This design comes from an exercise in tuning for small area and a short achievable clock period on the open sky130 flow, not from production work. At most, simulation tests tie the RTL to the original design; equivalence was not proved. Power and IR drop assume default switching activity.

== build 25 ==
==> flow/design.v (excerpt) <==
module mecobo_core
(
  input  logic                        sys_clk,
  input  logic                        global_clock_reset,
  input  logic                        host_cs,
  input  logic                        host_wr,
  input  logic [7:0]                  host_addr,
  input  logic [15:0]                 host_wdata,
  output logic [15:0]                 host_rdata,
  output logic [8-1:0] pins
);
Size in the first run: roughly 1700 flip-flops.
clock: 6.0 ns
lec_check: 0
cap_margin: 10
core_margin: 2
core_utilization: 55
cts_buf_list: sky130_fd_sc_hd__clkbuf_16
cts_cluster_diameter: 60
cts_cluster_size: 30
place_density: 0.7
setup_slack_margin: 3.4
slew_margin: 10
run.sh (not shown) runs the stock make flow with config.mk's settings and CLKGATE_MAP_FILE= SYNTH_SCRIPT=/design/flow/synth_recipe.tcl, a recipe that flattens the netlist after the stock synthesis.
Here is what was changed in the inputs of build 49 compared with build 25.
- SLEW_MARGIN changed from 10 to 5
- CAP_MARGIN changed from 10 to 5
Results
Build 49 and build 25 ended up with roughly the same clock latency on the worst-skew pair. Reported for build 49 and build 25, count of plain and timing-repair buffers turned out identical to the last digit. Diff build 25..build 49 | summed instance area of the synthesized netlist | unchanged. Final core utilization: build 25 vs build 49 identical. Build 49 -> build 25: total power delta 0, exact match. Final area: build 49 vs build 25 — no meaningful difference. Diff build 49..build 25 | area of the die | unchanged. Compared build 49 against build 25; worst setup slack within noise. From build 49 to build 25, total wire length after detailed routing did not move at all.
Edits applied to the flow inputs when going from build 49 to build 59:
- CTS_BUF_LIST: sky130_fd_sc_hd__clkbuf_16 -> sky130_fd_sc_hd__clkbuf_8 sky130_fd_sc_hd__clkbuf_16
- CAP_MARGIN: 5 -> 20
- SLEW_MARGIN: 5 -> 20
==> run notes <==
[build 59] largest fanout on the critical path fell 52 relative to build 49. [compare] base=build 49 new=build 59: total number of multi-input combinational cells level, first-pass GRT wire length held, post-route total power held, final design area excluding fillers level, filler-free cell count of the finished design ~0 delta. Build 59: setup slack on the worst flop-to-flop path lower than build 49. Going from build 49 to build 59, DRC violation total after the first TritonRoute iteration moved down, wire length level, via count level.
Modified inputs, build 18 compared to build 59
- TNS_END_PERCENT newly set to 20
- CTS_BUF_LIST changed from sky130_fd_sc_hd__clkbuf_8 sky130_fd_sc_hd__clkbuf_16 to sky130_fd_sc_hd__clkbuf_16
## What came out
Build 18 ran to completion and came out clean on the timing, design-rule and antenna checks.
Area growth from synthesis to layout: build 59 vs build 18 — no meaningful difference
i_host_bus.host_rdata[6] as the launching instance or port of the critical path was reported by build 18, and g_pin[7].i_pin_control.cnt1[4] by build 59.
In the reports for build 59 and build 18, the larger non-clock buffer count belongs to build 59.
Comparing met1 layer usage reported by global route for build 59 and build 18, the bigger number came from build 59.
Summary of build 18 over build 59: count of buffers added by post-CTS timing repair for setup went down 51, critical path depth in cells went down 6.
Summary — post-layout minimum cycle time, build 18 relative to build 59: higher, by 0.28 ns.

## tundra
Another version of the RTL of mecobo_core (not shown whole).
Size in the first run: roughly 52 I/O pins, ~68000 sq um of cells after synthesis.
clock: 6.0 ns
lec_check: 0
cap_margin: 20
core_margin: 2
core_utilization: 55
cts_buf_list: sky130_fd_sc_hd__clkbuf_16
cts_cluster_diameter: 80
cts_cluster_size: 30
place_density: 0.7
setup_slack_margin: 3.4
slew_margin: 20
--- input diff tundra..indigo ---
- a change of PLACE_DENSITY from 0.7 to 0.85
- a change of CORE_UTILIZATION from 55 to 70
- a change of CTS_CLUSTER_DIAMETER from 80 to 60
==> comparison <==
indigo vs. tundra: share of power burned in the clock network saw an increase, final worst clock skew barely changed, portion of total power attributed to combinational logic dropped 0.2 points.
On maximum achievable frequency: between indigo and tundra, it ends up higher for indigo.
The total area of multi-input combinational cells of indigo is lower than that of tundra.
Edits applied to the flow inputs when going from indigo to quartz:
- swapping 70 for 55 in CORE_UTILIZATION
- swapping 0.85 for 0.7 in PLACE_DENSITY
Findings:
Placed instance area (quartz vs. indigo) increases slightly. indigo reports its worst setup path category as flop to flop while quartz reports input port to flop. Compared with indigo, quartz shows a power density relative to cell area that is about 0.5% higher. indigo → quartz: met2 track demand over resource in global routing went down by 15 points; maximum clock frequency went up by 1.6%; routed wire length went down by 3.3%. The end of the critical path comes out i_scheduler.due$_SDFF_PP0_ in one run and i_host_bus.value_q[2]$_DFFE_PP_ in the other, namely in indigo and quartz respectively.
For pepper, these inputs were changed with respect to quartz:
- putting ABC_AREA at 1 where nothing was set
Results
Relative to quartz, the final cell area reported for pepper is higher.
When pepper is measured against quartz, its half-perimeter wire length after detailed placement turns out 12% higher.
On global routing met2 resource utilization, the lower figure sits with quartz, not pepper.
Diff quartz -> pepper | instance count after placement with tap cells included | up by more than 10%
TritonCTS buffer count delta for pepper relative to quartz: about 4.4% higher
Total die area: pepper vs quartz up 4.4%
quartz has a lower clock skew than pepper.
Worst hold slack on pepper is up relative to quartz.
pepper has more setup slack than quartz.
Looking at power density of the placed cells, pepper sits about 3% below quartz.
Max number of instances in the synthesized netlist across pepper and quartz: pepper
No run of this note included a check of the RTL's function; only the layout flow was run.

== rev 12 ==
Another version of the RTL of mecobo_core (not shown whole).
Size in the first run: roughly 1700 flip-flops, ~52 I/O pins.
make LEC_CHECK=0 CAP_MARGIN=20 CORE_MARGIN=2 CORE_UTILIZATION=40 PLACE_DENSITY=0.6 SETUP_SLACK_MARGIN=3.4 SLEW_MARGIN=20 finish   # period 6.0 ns
Rev 12 | status: complete | timing, DRC, antenna: pass
The inputs of rev 13 differ from those of rev 12 as listed below.
# rev 12
export LEC_CHECK = 0
export CAP_MARGIN = 20
export CORE_MARGIN = 2
export CORE_UTILIZATION = 40
export PLACE_DENSITY = 0.6
export SETUP_SLACK_MARGIN = 3.4
export SLEW_MARGIN = 20
create_clock -name core_clock -period 6.0 [get_ports {sys_clk}]
# rev 13
export LEC_CHECK = 0
export ABC_AREA = 1
export CAP_MARGIN = 20
export CORE_MARGIN = 2
export CORE_UTILIZATION = 40
export PLACE_DENSITY = 0.6
export SETUP_SLACK_MARGIN = 3.4
export SLEW_MARGIN = 20
create_clock -name core_clock -period 6.0 [get_ports {sys_clk}]
Rev 13 finished every step from synthesis to the final layout, and the layout passed the timing, design-rule and antenna checks. Number of cells produced by synthesis of rev 13 exceeds that of rev 12 by more than 10%. Cmp rev 13 and rev 12 / fraction of the mapped netlist area in compound gates / higher: rev 12. On area of all placed cells without fillers: rev 13 sits above rev 12. Diff rev 12 -> rev 13 | violation count after the first detailed-route iteration | decrease of 161. Going from rev 12 to rev 13, met1 global-route usage stayed essentially flat; cell count of the worst reg-to-reg path went up by 5. Going from rev 12 to rev 13, overall fraction of global-route tracks in use decreased 0.63 points; post-synthesis cell type count decreased about 9%. Length of routed met3 wiring: rev 13 vs rev 12, no meaningful difference. Total count of max-transition violations in the final report: rev 13 vs rev 12 identical.
Function was not checked in any run of this note: the RTL went through the layout flow alone.

[separate check: timing with driven ports]
How much do the figures lean on ideal ports? The routed layouts below were timed once more, with nothing changed but the port constraints. Step 1 assumes that a clkbuf_16 drives the clock port and a buf_2 every other input. Step 2, shift: input delay + t, output delay - t, t = (earliest + latest rising clock arrival at the registers) / 2. This alone moves slack from input paths to output paths. Slacks: no drivers / after step 1 / after step 2; pairs: no drivers / after step 1.
run | shift t [ns] | slack for setup (ns) | worst setup path after step 2 | worst slew at a driven data input, ns
build 25 | 0.833 | 3.418 / 3.342 / 2.640 | input to register | 0.21
build 49 | 0.833 | 3.418 / 3.342 / 2.640 | input to register | 0.21
build 59 | 0.840 | 3.330 / 3.330 / 2.630 | input to register | 0.21
build 18 | 0.822 | 3.053 / 2.979 / 2.615 | input to register | 0.18
tundra | 0.772 | 3.221 / 3.264 / 2.492 | input to register | 0.12
indigo | 0.810 | 3.249 / 3.249 / 2.471 | input to register | 0.16
quartz | 0.811 | 3.292 / 3.325 / 2.513 | input to register | 0.14
pepper | 0.854 | 3.318 / 3.318 / 2.585 | input to register | 0.15
rev 12 | 0.905 | 2.814 / 2.864 / 1.960 | input to register | 0.13
rev 13 | 0.883 | 3.341 / 3.365 / 2.504 | input to register | 0.25
After both steps setup and hold are still met in every run listed. For rev 12, which loses most, drivers alone change the setup slack by +0.050 ns; drivers and shift together by -0.854 ns.
